This design comes from an exercise in tuning for small area, a short achievable clock period and few clock cycles per item on the open sky130 flow, not from production work. At most, simulation tests tie the RTL to the original design; equivalence was not proved.

== red ==
==> module fp_mul_sched, before the edit <==
module fp_mul_sched (
    input  logic           clk,
    input  logic           reset_n,
    input  logic [3:0]     req_valid,
    input  logic [127:0]   req_x,
    input  logic [127:0]   req_y,
    output logic [3:0]     req_ready,
    output logic           res_valid,
    input  logic           res_ready,
    output logic [1:0]     res_id,
    output logic [31:0]    res_data,
    output logic [4:0]     res_flags,
    output logic           busy
);
    localparam logic [1:0] SP_NONE = 2'd0, SP_ZERO = 2'd1, SP_NAN = 2'd2, SP_INF = 2'd3;
    logic [3:0][3:0] prio_q, prio_d;
    logic       v0_q, v1_q;       
    logic       ld1;              
    logic       hold0;            
    logic       en;               
    logic [3:0] first;            
    logic       gnt;
    assign ld1   = !v1_q || res_ready;
    assign hold0 = v0_q && !ld1;
    assign en    = !hold0;
    always_comb begin
        for (int i = 0; i < 4; i++) begin
            first[i] = req_valid[i] && !(|(req_valid & prio_q[i]));
        end
    end
    assign req_ready = first & {4{en}};
    assign gnt       = |req_ready;
    always_comb begin
        prio_d = prio_q;
        for (int g = 0; g < 4; g++) begin
            if (req_ready[g]) begin
                for (int i = 0; i < 4; i++) begin
                    for (int j = 0; j < 4; j++) begin
                        prio_d[i][j] = (j != i) && (((j - g + 3) % 4) < ((i - g + 3) % 4));
                    end
                end
            end
        end
    end
    always_ff @(posedge clk or negedge reset_n) begin
        if (!reset_n) begin
            for (int i = 0; i < 4; i++) begin
                for (int j = 0; j < 4; j++) begin
                    prio_q[i][j] <= (j < i);
                end
            end
            v0_q   <= 1'b0;
            v1_q   <= 1'b0;
        end else begin
            prio_q <= prio_d;
            v0_q   <= gnt || hold0;
            if (ld1) v1_q <= v0_q;
        end
    end
    logic [31:0] x, y;
    logic [22:0] xm0_q, ym0_q;
    logic [1:0]  id0_q;
    logic        sgn0_q;
    logic [8:0]  es0_q;           
    always_comb begin
        x = '0;
        y = '0;
        for (int i = 0; i < 4; i++) begin
            x = x | (req_x[32*i +: 32] & {32{req_ready[i]}});
            y = y | (req_y[32*i +: 32] & {32{req_ready[i]}});
        end
    end
    logic       nz_d, xmax_d, ymax_d;
    logic       nz0_q;            
    logic       xmax0_q, ymax0_q;    
    assign nz_d   = (x[30:23] != 8'h00) && (y[30:23] != 8'h00);
    assign xmax_d = (x[30:23] == 8'hFF);
    assign ymax_d = (y[30:23] == 8'hFF);
    always_ff @(posedge clk) begin
        xm0_q   <= x[22:0] | (xm0_q & {23{hold0}});
        ym0_q   <= y[22:0] | (ym0_q & {23{hold0}});
        id0_q   <= {req_ready[3] | req_ready[2], req_ready[3] | req_ready[1]} | (id0_q & {2{hold0}});
        sgn0_q  <= (x[31] ^ y[31]) | (sgn0_q & hold0);
        es0_q   <= ({1'b0, x[30:23]} + {1'b0, y[30:23]}) | (es0_q & {9{hold0}});
        nz0_q   <= nz_d | (nz0_q & hold0);
        xmax0_q <= xmax_d | (xmax0_q & hold0);
        ymax0_q <= ymax_d | (ymax0_q & hold0);
    end
    logic [9:0] e0;
    logic       nan0, inf0;
    logic [1:0] sp0;
    assign e0   = {1'b0, es0_q} - 10'd127;
    assign nan0 = (xmax0_q && xm0_q != '0) || (ymax0_q && ym0_q != '0);
    assign inf0 = xmax0_q || ymax0_q;
    assign sp0  = !nz0_q ? SP_ZERO : nan0 ? SP_NAN : inf0 ? SP_INF : SP_NONE;
    logic [12:0] row_s, row_c;
    logic [11:0] top;
    logic        c_lo, g_mid, p_mid;
    fp_mul_mult u_mult (
        .x_m   (xm0_q),
        .y_m   (ym0_q),
        .row_s (row_s),
        .row_c (row_c),
        .top   (top),
        .c_lo  (c_lo),
        .g_mid (g_mid),
        .p_mid (p_mid)
    );
    logic [12:0] s1_q, c1_q;      
    logic [11:0] top1_q;          
    logic        cin1_q, sgn1_q;
    logic [9:0]  e1_q;
    logic [1:0]  sp1_q, id1_q;
    always_ff @(posedge clk) begin
        if (ld1) begin
            s1_q    <= row_s;
            c1_q    <= row_c;
            top1_q  <= top;
            cin1_q  <= g_mid | (p_mid & c_lo);
            sgn1_q  <= sgn0_q;
            e1_q    <= e0;
            sp1_q   <= sp0;
            id1_q   <= id0_q;
        end
    end
    logic        cin;
    logic [14:0] sum;
    logic [24:0] p_hi;
    logic        norm;
    logic [7:0]  e_inc;
    logic        unf0, unf1, ovf0, ovf1, spec, inf_f, nan_f, zero_f;
    logic        n0, n1, pinf0, pinf1, unf, ovf;
    assign cin   = cin1_q;
    assign sum   = {1'b0, s1_q, 1'b1} + {1'b0, c1_q, cin};
    assign p_hi  = {top1_q + {11'd0, sum[14]}, sum[13:1]};
    assign norm  = p_hi[24];
    assign e_inc = e1_q[7:0] + 8'd1;
    assign unf0   = e1_q[9] || (e1_q == 10'd0);
    assign unf1   = e1_q[9];
    assign ovf0   = !e1_q[9] && (e1_q >= 10'd255);
    assign ovf1   = !e1_q[9] && (e1_q >= 10'd254);
    assign spec   = (sp1_q != SP_NONE);
    assign zero_f = (sp1_q == SP_ZERO);
    assign nan_f  = (sp1_q == SP_NAN);
    assign inf_f  = (sp1_q == SP_INF);
    assign n0     = !spec && !unf0 && !ovf0;
    assign n1     = !spec && !unf1 && !ovf1;
    assign pinf0  = nan_f || inf_f || (!spec && ovf0);
    assign pinf1  = nan_f || inf_f || (!spec && ovf1);
    assign unf    = !spec && (norm ? unf1 : unf0);
    assign ovf    = !spec && (norm ? ovf1 : ovf0);
    assign res_valid = v1_q;
    assign res_id    = id1_q;
    assign res_flags = {inf_f, nan_f, zero_f, ovf, unf};
    assign res_data  = norm ? {n1 & sgn1_q, n1 ? e_inc : {8{pinf1}}, p_hi[23:1] & {23{n1}}}
                            : {n0 & sgn1_q, n0 ? e1_q[7:0] : {8{pinf0}}, p_hi[22:0] & {23{n0}}};
    assign busy      = v0_q || v1_q;
endmodule
Settings: LEC_CHECK=0, ABC_AREA=1, CAP_MARGIN=20, CORE_MARGIN=2, CORE_UTILIZATION=40, SLEW_MARGIN=20; clock period 10.5 ns.
standard.sh (not shown) runs the stock make flow with config.mk's settings and CLKGATE_MAP_FILE= SYNTH_SCRIPT=/design/flow/synth_recipe.tcl, a recipe that flattens the netlist after the stock synthesis.
==> flow/flow/run.sh <==
#!/bin/bash
# Own layout flow: the standard synthesis, a full-adder polarity pass on its netlist
# (removes inverters between full adders; registers and ports untouched), then the ORFS
# layout with tighter timing repair and the smallest buffer on the ports.
# Each tool's output goes to a log file of its own in this folder.
set -euo pipefail
MARGIN=5.0
RES=orfs/results/sky130hd/fp_mul_sched_top/base
bash standard.sh synth > synth.log 2>&1
cp $RES/1_2_yosys.v 1_2_yosys.std.v
python3 flow/fapol.py 1_2_yosys.std.v $RES/1_2_yosys.v > fapol.log 2>&1
rm -f $RES/1_synth.odb $RES/1_synth.sdc
bash standard.sh "SETUP_SLACK_MARGIN=$MARGIN" \
    "BUFFER_PORTS_ARGS=-buffer_cell sky130_fd_sc_hd__buf_1" finish > layout.log 2>&1
Other scripts of this flow, unchanged in this note and not shown: flow/flow/fapol.py
Testbench counts of red, summed over its fixed seeds: cycles 2,064, items 2,048.
Setup changes, red to blue
--- a/flow/design.v
+++ b/flow/design.v
@@ -1015,46 +1015,47 @@
             v0_q   <= gnt || hold0;
             if (ld1) v1_q <= v0_q;
         end
     end
     logic [31:0] x, y;
     logic [22:0] xm0_q, ym0_q;
-    logic [1:0]  id0_q;
+    logic [1:0]  id0_q, id0_d;
     logic        sgn0_q;
     logic [8:0]  es0_q;           
+    logic        zero0_q;         
+    logic        xmax0_q, ymax0_q;    
     always_comb begin
         x = '0;
         y = '0;
         for (int i = 0; i < 4; i++) begin
             x = x | (req_x[32*i +: 32] & {32{req_ready[i]}});
             y = y | (req_y[32*i +: 32] & {32{req_ready[i]}});
         end
+        id0_d = {first[3] | first[2], first[3] | first[1]};
     end
-    logic       nz_d, xmax_d, ymax_d;
-    logic       nz0_q;            
-    logic       xmax0_q, ymax0_q;    
-    assign nz_d   = (x[30:23] != 8'h00) && (y[30:23] != 8'h00);
-    assign xmax_d = (x[30:23] == 8'hFF);
-    assign ymax_d = (y[30:23] == 8'hFF);
     always_ff @(posedge clk) begin
-        xm0_q   <= x[22:0] | (xm0_q & {23{hold0}});
-        ym0_q   <= y[22:0] | (ym0_q & {23{hold0}});
-        id0_q   <= {req_ready[3] | req_ready[2], req_ready[3] | req_ready[1]} | (id0_q & {2{hold0}});
-        sgn0_q  <= (x[31] ^ y[31]) | (sgn0_q & hold0);
-        es0_q   <= ({1'b0, x[30:23]} + {1'b0, y[30:23]}) | (es0_q & {9{hold0}});
-        nz0_q   <= nz_d | (nz0_q & hold0);
-        xmax0_q <= xmax_d | (xmax0_q & hold0);
-        ymax0_q <= ymax_d | (ymax0_q & hold0);
+        xm0_q <= x[22:0] | (xm0_q & {23{hold0}});
+        ym0_q <= y[22:0] | (ym0_q & {23{hold0}});
+    end
+    always_ff @(posedge clk) begin
+        if (!hold0) begin
+            id0_q   <= id0_d;
+            sgn0_q  <= x[31] ^ y[31];
+            es0_q   <= {1'b0, x[30:23]} + {1'b0, y[30:23]};
+            zero0_q <= (x[30:23] == 8'h00) || (y[30:23] == 8'h00);
+            xmax0_q <= (x[30:23] == 8'hFF);
+            ymax0_q <= (y[30:23] == 8'hFF);
+        end
     end
     logic [9:0] e0;
     logic       nan0, inf0;
     logic [1:0] sp0;
     assign e0   = {1'b0, es0_q} - 10'd127;
     assign nan0 = (xmax0_q && xm0_q != '0) || (ymax0_q && ym0_q != '0);
     assign inf0 = xmax0_q || ymax0_q;
-    assign sp0  = !nz0_q ? SP_ZERO : nan0 ? SP_NAN : inf0 ? SP_INF : SP_NONE;
+    assign sp0  = zero0_q ? SP_ZERO : nan0 ? SP_NAN : inf0 ? SP_INF : SP_NONE;
     logic [12:0] row_s, row_c;
     logic [11:0] top;
     logic        c_lo, g_mid, p_mid;
     fp_mul_mult u_mult (
         .x_m   (xm0_q),
         .y_m   (ym0_q),
@@ -1064,21 +1065,23 @@
         .c_lo  (c_lo),
         .g_mid (g_mid),
         .p_mid (p_mid)
     );
     logic [12:0] s1_q, c1_q;      
     logic [11:0] top1_q;          
-    logic        cin1_q, sgn1_q;
+    logic        clo1_q, gmid1_q, pmid1_q, sgn1_q;
     logic [9:0]  e1_q;
     logic [1:0]  sp1_q, id1_q;
     always_ff @(posedge clk) begin
         if (ld1) begin
             s1_q    <= row_s;
             c1_q    <= row_c;
             top1_q  <= top;
-            cin1_q  <= g_mid | (p_mid & c_lo);
+            clo1_q  <= c_lo;
+            gmid1_q <= g_mid;
+            pmid1_q <= p_mid;
             sgn1_q  <= sgn0_q;
             e1_q    <= e0;
             sp1_q   <= sp0;
             id1_q   <= id0_q;
         end
     end
@@ -1086,13 +1089,13 @@
     logic [14:0] sum;
     logic [24:0] p_hi;
     logic        norm;
     logic [7:0]  e_inc;
     logic        unf0, unf1, ovf0, ovf1, spec, inf_f, nan_f, zero_f;
     logic        n0, n1, pinf0, pinf1, unf, ovf;
-    assign cin   = cin1_q;
+    assign cin   = gmid1_q | (pmid1_q & clo1_q);
     assign sum   = {1'b0, s1_q, 1'b1} + {1'b0, c1_q, cin};
     assign p_hi  = {top1_q + {11'd0, sum[14]}, sum[13:1]};
     assign norm  = p_hi[24];
     assign e_inc = e1_q[7:0] + 8'd1;
     assign unf0   = e1_q[9] || (e1_q == 10'd0);
     assign unf1   = e1_q[9];
Results
blue and red all finish clean. In the tables for blue and red, fmax reads higher with blue. Total nets after synthesis: blue and red compared, higher one is blue. In the floorplan summary, blue is listed with a die area greater than that of red. Compared with red, blue shows arrival time at the worst endpoint lower by 0.04 ns. Cell count: blue higher than red.
For blue, only the layout was checked, not whether the RTL still works.

* * *

Setup of the reference run:
fp_mul_sched_top, a different RTL version from the one above (not shown whole).
For scale: roughly 1800 cells after synthesis, about 310 I/O pins, ~19000 um2 of cells after synthesis.
==> flow/design.v (excerpt) <==
module fp_mul_sched_top (
    input  logic         clk,
    input  logic         reset_n,
    input  logic [3:0]   req_valid,
    input  logic [127:0] req_x,
    input  logic [127:0] req_y,
    output logic [3:0]   req_ready,
    output logic         res_valid,
    input  logic         res_ready,
    output logic [1:0]   res_id,
    output logic [31:0]  res_data,
    output logic [4:0]   res_flags,
    output logic         busy
);
    fp_mul_sched u_sched (
        .clk       (clk),
        .reset_n   (reset_n),
        .req_valid (req_valid),
        .req_x     (req_x),
        .req_y     (req_y),
        .req_ready (req_ready),
        .res_valid (res_valid),
        .res_ready (res_ready),
        .res_id    (res_id),
        .res_data  (res_data),
        .res_flags (res_flags),
        .busy      (busy)
    );
endmodule
==> module fp_mul_sched, before the edit <==
module fp_mul_sched (
    input  logic           clk,
    input  logic           reset_n,
    input  logic [3:0]     req_valid,
    input  logic [127:0]   req_x,
    input  logic [127:0]   req_y,
    output logic [3:0]     req_ready,
    output logic           res_valid,
    input  logic           res_ready,
    output logic [1:0]     res_id,
    output logic [31:0]    res_data,
    output logic [4:0]     res_flags,
    output logic           busy
);
    localparam logic [1:0] SP_NONE = 2'd0, SP_ZERO = 2'd1, SP_NAN = 2'd2, SP_INF = 2'd3;
    logic [3:0][3:0] prio_q, prio_d;
    logic       v0_q, v1_q;       
    logic       ld1;              
    logic       hold0;            
    logic       en;               
    logic [3:0] first;            
    logic       gnt;
    assign ld1   = !v1_q || res_ready;
    assign hold0 = v0_q && !ld1;
    assign en    = !hold0;
    always_comb begin
        for (int i = 0; i < 4; i++) begin
            first[i] = req_valid[i] && !(|(req_valid & prio_q[i]));
        end
    end
    assign req_ready = first & {4{en}};
    assign gnt       = |req_ready;
    always_comb begin
        prio_d = prio_q;
        for (int g = 0; g < 4; g++) begin
            if (req_ready[g]) begin
                for (int i = 0; i < 4; i++) begin
                    for (int j = 0; j < 4; j++) begin
                        prio_d[i][j] = (j != i) && (((j - g + 3) % 4) < ((i - g + 3) % 4));
                    end
                end
            end
        end
    end
    always_ff @(posedge clk or negedge reset_n) begin
        if (!reset_n) begin
            for (int i = 0; i < 4; i++) begin
                for (int j = 0; j < 4; j++) begin
                    prio_q[i][j] <= (j < i);
                end
            end
            v0_q   <= 1'b0;
            v1_q   <= 1'b0;
        end else begin
            prio_q <= prio_d;
            v0_q   <= gnt || hold0;
            if (ld1) v1_q <= v0_q;
        end
    end
    logic [31:0] x, y;
    logic [22:0] xm0_q, ym0_q;
    logic [7:0]  xe0_q, ye0_q;
    logic [1:0]  id0_q;
    logic        sgn0_q;
    always_comb begin
        x = '0;
        y = '0;
        for (int i = 0; i < 4; i++) begin
            x = x | (req_x[32*i +: 32] & {32{req_ready[i]}});
            y = y | (req_y[32*i +: 32] & {32{req_ready[i]}});
        end
    end
    always_ff @(posedge clk) begin
        xm0_q  <= x[22:0] | (xm0_q & {23{hold0}});
        ym0_q  <= y[22:0] | (ym0_q & {23{hold0}});
        xe0_q  <= x[30:23] | (xe0_q & {8{hold0}});
        ye0_q  <= y[30:23] | (ye0_q & {8{hold0}});
        id0_q  <= {req_ready[3] | req_ready[2], req_ready[3] | req_ready[1]} | (id0_q & {2{hold0}});
        sgn0_q <= (x[31] ^ y[31]) | (sgn0_q & hold0);
    end
    logic [8:0] ec;               
    logic [8:0] es1;              
    logic [9:0] e0;
    logic       nan0, inf0, zero0;
    logic [1:0] sp0;
    assign ec[0] = 1'b1;
    for (genvar i = 0; i < 8; i++) begin : g_eadd
        assign es1[i]  = xe0_q[i] ^ ye0_q[i] ^ ec[i];
        assign ec[i+1] = (xe0_q[i] & ye0_q[i]) | (xe0_q[i] & ec[i]) | (ye0_q[i] & ec[i]);
    end
    assign es1[8] = ec[8];
    assign e0     = {es1[8:7] == 2'b00 ? 3'b111 : {1'b0, es1[8:7] - 2'd1}, es1[6:0]};
    assign zero0 = (xe0_q == 8'h00) || (ye0_q == 8'h00);
    assign nan0  = (xe0_q == 8'hFF && xm0_q != '0) || (ye0_q == 8'hFF && ym0_q != '0);
    assign inf0  = (xe0_q == 8'hFF) || (ye0_q == 8'hFF);
    assign sp0   = zero0 ? SP_ZERO : nan0 ? SP_NAN : inf0 ? SP_INF : SP_NONE;
    logic [12:0] row_s, row_c;
    logic [11:0] top;
    logic        c_lo, g_mid, p_mid;
    fp_mul_mult u_mult (
        .x_m   (xm0_q),
        .y_m   (ym0_q),
        .row_s (row_s),
        .row_c (row_c),
        .top   (top),
        .c_lo  (c_lo),
        .g_mid (g_mid),
        .p_mid (p_mid)
    );
    logic [12:0] s1_q, c1_q;      
    logic [11:0] top1_q;          
    logic        cin1_q, sgn1_q;
    logic [9:0]  e1_q;
    logic [1:0]  sp1_q, id1_q;
    always_ff @(posedge clk) begin
        if (ld1) begin
            s1_q    <= row_s;
            c1_q    <= row_c;
            top1_q  <= top;
            cin1_q  <= g_mid | (p_mid & c_lo);
            sgn1_q  <= sgn0_q;
            e1_q    <= e0;
            sp1_q   <= sp0;
            id1_q   <= id0_q;
        end
    end
    logic        cin;
    logic [14:0] sum;
    logic [24:0] p_hi;
    logic        norm;
    logic [7:0]  e_inc;
    logic        unf0, unf1, ovf0, ovf1, spec, inf_f, nan_f, zero_f;
    logic        n0, n1, pinf0, pinf1, unf, ovf;
    assign cin   = cin1_q;
    assign sum   = {1'b0, s1_q, 1'b1} + {1'b0, c1_q, cin};
    logic [11:0] top_inc;
    assign top_inc = top1_q + 12'd1;
    assign p_hi  = {sum[14] ? top_inc : top1_q, sum[13:1]};
    assign norm  = sum[14] ? top_inc[11] : top1_q[11];
    assign e_inc = e1_q[7:0] + 8'd1;
    assign unf0   = e1_q[9] || (e1_q == 10'd0);
    assign unf1   = e1_q[9];
    assign ovf0   = !e1_q[9] && (e1_q >= 10'd255);
    assign ovf1   = !e1_q[9] && (e1_q >= 10'd254);
    assign spec   = (sp1_q != SP_NONE);
    assign zero_f = (sp1_q == SP_ZERO);
    assign nan_f  = (sp1_q == SP_NAN);
    assign inf_f  = (sp1_q == SP_INF);
    assign n0     = !spec && !unf0 && !ovf0;
    assign n1     = !spec && !unf1 && !ovf1;
    assign pinf0  = nan_f || inf_f || (!spec && ovf0);
    assign pinf1  = nan_f || inf_f || (!spec && ovf1);
    assign unf    = !spec && (norm ? unf1 : unf0);
    assign ovf    = !spec && (norm ? ovf1 : ovf0);
    assign res_valid = v1_q;
    assign res_id    = id1_q;
    assign res_flags = {inf_f, nan_f, zero_f, ovf, unf};
    assign res_data  = norm ? {n1 & sgn1_q, n1 ? e_inc : {8{pinf1}}, p_hi[23:1] & {23{n1}}}
                            : {n0 & sgn1_q, n0 ? e1_q[7:0] : {8{pinf0}}, p_hi[22:0] & {23{n0}}};
    assign busy      = v0_q || v1_q;
endmodule
==> flow/config.mk <==
export PLATFORM = sky130hd
export DESIGN_NAME = fp_mul_sched_top
export DESIGN_NICKNAME = fp_mul_sched_top
export VERILOG_FILES = /design/flow/design.v
export SDC_FILE = /design/flow/constraint.sdc
export NUM_CORES = 4
export LEC_CHECK = 0
export ABC_AREA = 1
export CAP_MARGIN = 20
export CORE_MARGIN = 2
export CORE_UTILIZATION = 40
export CTS_BUF_LIST = sky130_fd_sc_hd__clkbuf_8
export SLEW_MARGIN = 20
==> flow/constraint.sdc <==
create_clock -name core_clock -period 10.5 [get_ports {clk}]
set_input_delay 2.1000 -clock core_clock [delete_from_list [all_inputs] [get_ports {clk}]]
set_output_delay 2.1000 -clock core_clock [all_outputs]
set_load 0.01 [all_outputs]
==> flow/flow/run.sh <==
#!/bin/bash
# Own layout flow:
#  2. full-adder polarity pass (fapol.py), then the combinational logic between the full
#     adders and registers mapped again by ABC (resyn.tcl), then the polarity pass again;
#     full/half adders, registers, ports and tie cells are kept
#  3. the ORFS layout with tighter timing repair and the smallest buffer on the ports
# Each tool's output goes to a log file of its own in this folder.
set -euo pipefail
MARGIN=5.0
RES=orfs/results/sky130hd/fp_mul_sched_top/base
LIB=$FLOW_HOME/platforms/sky130hd/lib/sky130_fd_sc_hd__tt_025C_1v80.lib
bash standard.sh synth > synth.log 2>&1
cp $RES/1_2_yosys.v 1_2_yosys.std.v
python3 flow/fapol.py 1_2_yosys.std.v fapol1.v > fapol1.log 2>&1
FLOW_LIB_FILE=$LIB RESYN_IN=fapol1.v RESYN_OUT=resyn.v RESYN_ABC=flow/resyn.abc FLOW_TOP=$FLOW_TOP \
    yosys -c flow/resyn.tcl > resyn.log 2>&1
python3 flow/fapol.py resyn.v $RES/1_2_yosys.v > fapol2.log 2>&1
rm -f $RES/1_synth.odb $RES/1_synth.sdc
bash standard.sh "SETUP_SLACK_MARGIN=$MARGIN" \
    "BUFFER_PORTS_ARGS=-buffer_cell sky130_fd_sc_hd__buf_1" finish > layout.log 2>&1
Other scripts of this flow, unchanged in this note and not shown: flow/flow/fapol.py, flow/flow/resyn.abc, flow/flow/resyn.tcl
Testbench counts of the reference run, summed over its fixed seeds: cycles 2,064, items 2,048.
> inputs changed (the reference run -> the trial run)
diff --git a/flow/design.v b/flow/design.v
--- a/flow/design.v
+++ b/flow/design.v
@@ -1019,7 +1019,7 @@
     logic [31:0] x, y;
     logic [22:0] xm0_q, ym0_q;
-    logic [7:0]  xe0_q, ye0_q;
     logic [1:0]  id0_q;
     logic        sgn0_q;
+    logic [8:0]  es0_q;           
     always_comb begin
         x = '0;
@@ -1030,28 +1030,27 @@
         end
     end
+    logic       nz_d, xmax_d, ymax_d;
+    logic       nz0_q;            
+    logic       xmax0_q, ymax0_q;    
+    assign nz_d   = (x[30:23] != 8'h00) && (y[30:23] != 8'h00);
+    assign xmax_d = (x[30:23] == 8'hFF);
+    assign ymax_d = (y[30:23] == 8'hFF);
     always_ff @(posedge clk) begin
-        xm0_q  <= x[22:0] | (xm0_q & {23{hold0}});
-        ym0_q  <= y[22:0] | (ym0_q & {23{hold0}});
-        xe0_q  <= x[30:23] | (xe0_q & {8{hold0}});
-        ye0_q  <= y[30:23] | (ye0_q & {8{hold0}});
-        id0_q  <= {req_ready[3] | req_ready[2], req_ready[3] | req_ready[1]} | (id0_q & {2{hold0}});
-        sgn0_q <= (x[31] ^ y[31]) | (sgn0_q & hold0);
+        xm0_q   <= x[22:0] | (xm0_q & {23{hold0}});
+        ym0_q   <= y[22:0] | (ym0_q & {23{hold0}});
+        id0_q   <= {req_ready[3] | req_ready[2], req_ready[3] | req_ready[1]} | (id0_q & {2{hold0}});
+        sgn0_q  <= (x[31] ^ y[31]) | (sgn0_q & hold0);
+        es0_q   <= ({1'b0, x[30:23]} + {1'b0, y[30:23]}) | (es0_q & {9{hold0}});
+        nz0_q   <= nz_d | (nz0_q & hold0);
+        xmax0_q <= xmax_d | (xmax0_q & hold0);
+        ymax0_q <= ymax_d | (ymax0_q & hold0);
     end
-    logic [8:0] ec;               
-    logic [8:0] es1;              
     logic [9:0] e0;
-    logic       nan0, inf0, zero0;
+    logic       nan0, inf0;
     logic [1:0] sp0;
-    assign ec[0] = 1'b1;
-    for (genvar i = 0; i < 8; i++) begin : g_eadd
-        assign es1[i]  = xe0_q[i] ^ ye0_q[i] ^ ec[i];
-        assign ec[i+1] = (xe0_q[i] & ye0_q[i]) | (xe0_q[i] & ec[i]) | (ye0_q[i] & ec[i]);
-    end
-    assign es1[8] = ec[8];
-    assign e0     = {es1[8:7] == 2'b00 ? 3'b111 : {1'b0, es1[8:7] - 2'd1}, es1[6:0]};
-    assign zero0 = (xe0_q == 8'h00) || (ye0_q == 8'h00);
-    assign nan0  = (xe0_q == 8'hFF && xm0_q != '0) || (ye0_q == 8'hFF && ym0_q != '0);
-    assign inf0  = (xe0_q == 8'hFF) || (ye0_q == 8'hFF);
-    assign sp0   = zero0 ? SP_ZERO : nan0 ? SP_NAN : inf0 ? SP_INF : SP_NONE;
+    assign e0   = {1'b0, es0_q} - 10'd127;
+    assign nan0 = (xmax0_q && xm0_q != '0) || (ymax0_q && ym0_q != '0);
+    assign inf0 = xmax0_q || ymax0_q;
+    assign sp0  = !nz0_q ? SP_ZERO : nan0 ? SP_NAN : inf0 ? SP_INF : SP_NONE;
     logic [12:0] row_s, row_c;
     logic [11:0] top;
@@ -1093,8 +1092,6 @@
     assign cin   = cin1_q;
     assign sum   = {1'b0, s1_q, 1'b1} + {1'b0, c1_q, cin};
-    logic [11:0] top_inc;
-    assign top_inc = top1_q + 12'd1;
-    assign p_hi  = {sum[14] ? top_inc : top1_q, sum[13:1]};
-    assign norm  = sum[14] ? top_inc[11] : top1_q[11];
+    assign p_hi  = {top1_q + {11'd0, sum[14]}, sum[13:1]};
+    assign norm  = p_hi[24];
     assign e_inc = e1_q[7:0] + 8'd1;
     assign unf0   = e1_q[9] || (e1_q == 10'd0);
[summary]
Per the comparison of the trial run with the reference run, total number of tap cells shrank by 7.
Cell area came out higher on the trial run than on the reference run.
Number of filler instances in the final layout shrinks by a few percent when moving from the reference run to the trial run.
Compared with the reference run, in the trial run synthesized cell count closely matched the old numbers; number of cells on the worst reg-to-reg path increased by 1 relative to the old numbers; initial antenna violation count increased by 1 relative to the old numbers; area overhead of the layout relative to synthesis increased by 6.8 points relative to the old numbers.
Diff the reference run and the trial run: maximum frequency higher in the reference run
Comparing the reference run with the trial run, the clock skew came out essentially unchanged.
When the trial run is measured against the reference run, its worst setup slack after layout turns out 0.93 ns lower.
In the trial run, synthesized area is lower than in the reference run.
Between the reference run and the trial run, the count of multi-input combinational gates is higher for the trial run.
Die area for the trial run: 220 um2 down relative to the reference run
Testbench counts of the trial run, summed over its fixed seeds: cycles 2,064, items 2,048.

static timing again, ports no longer ideal:
The flow's constraints put no driver on any port. The routed layouts listed below were extracted and timed again, unchanged, in two steps.
Step 1: set_driving_cell puts a clkbuf_16 on clk and a buf_2 on each other input, an assumption about the parent block.
Step 2 also shifts input and output timing later by t, the mid clock arrival at the registers, as if the neighbouring blocks saw the same clock.
Three values: ideal ports, drivers, drivers and shift; two values: the first two.
| run | t (ns) | setup WS [ns] | worst setup path after step 2 | slew at the worst register clock pin (ns) | pins driven straight from the clock port |
|---|---|---|---|---|---|
| red | 0.500 | 5.109 / 5.085 / 5.085 | input to output | 0.08 / 0.08 | 1 |
| blue | 0.496 | 5.151 / 5.102 / 5.102 | input to output | 0.07 / 0.07 | 1 |
| the reference run | 0.539 | 5.163 / 5.135 / 5.135 | input to output | 0.10 / 0.10 | 1 |
| the trial run | 0.519 | 4.233 / 4.191 / 4.710 | register to output | 0.09 / 0.09 | 1 |
After both steps every run listed still meets setup and hold. For blue, which loses most, drivers alone change the setup slack by -0.049 ns; drivers and shift together by -0.049 ns.
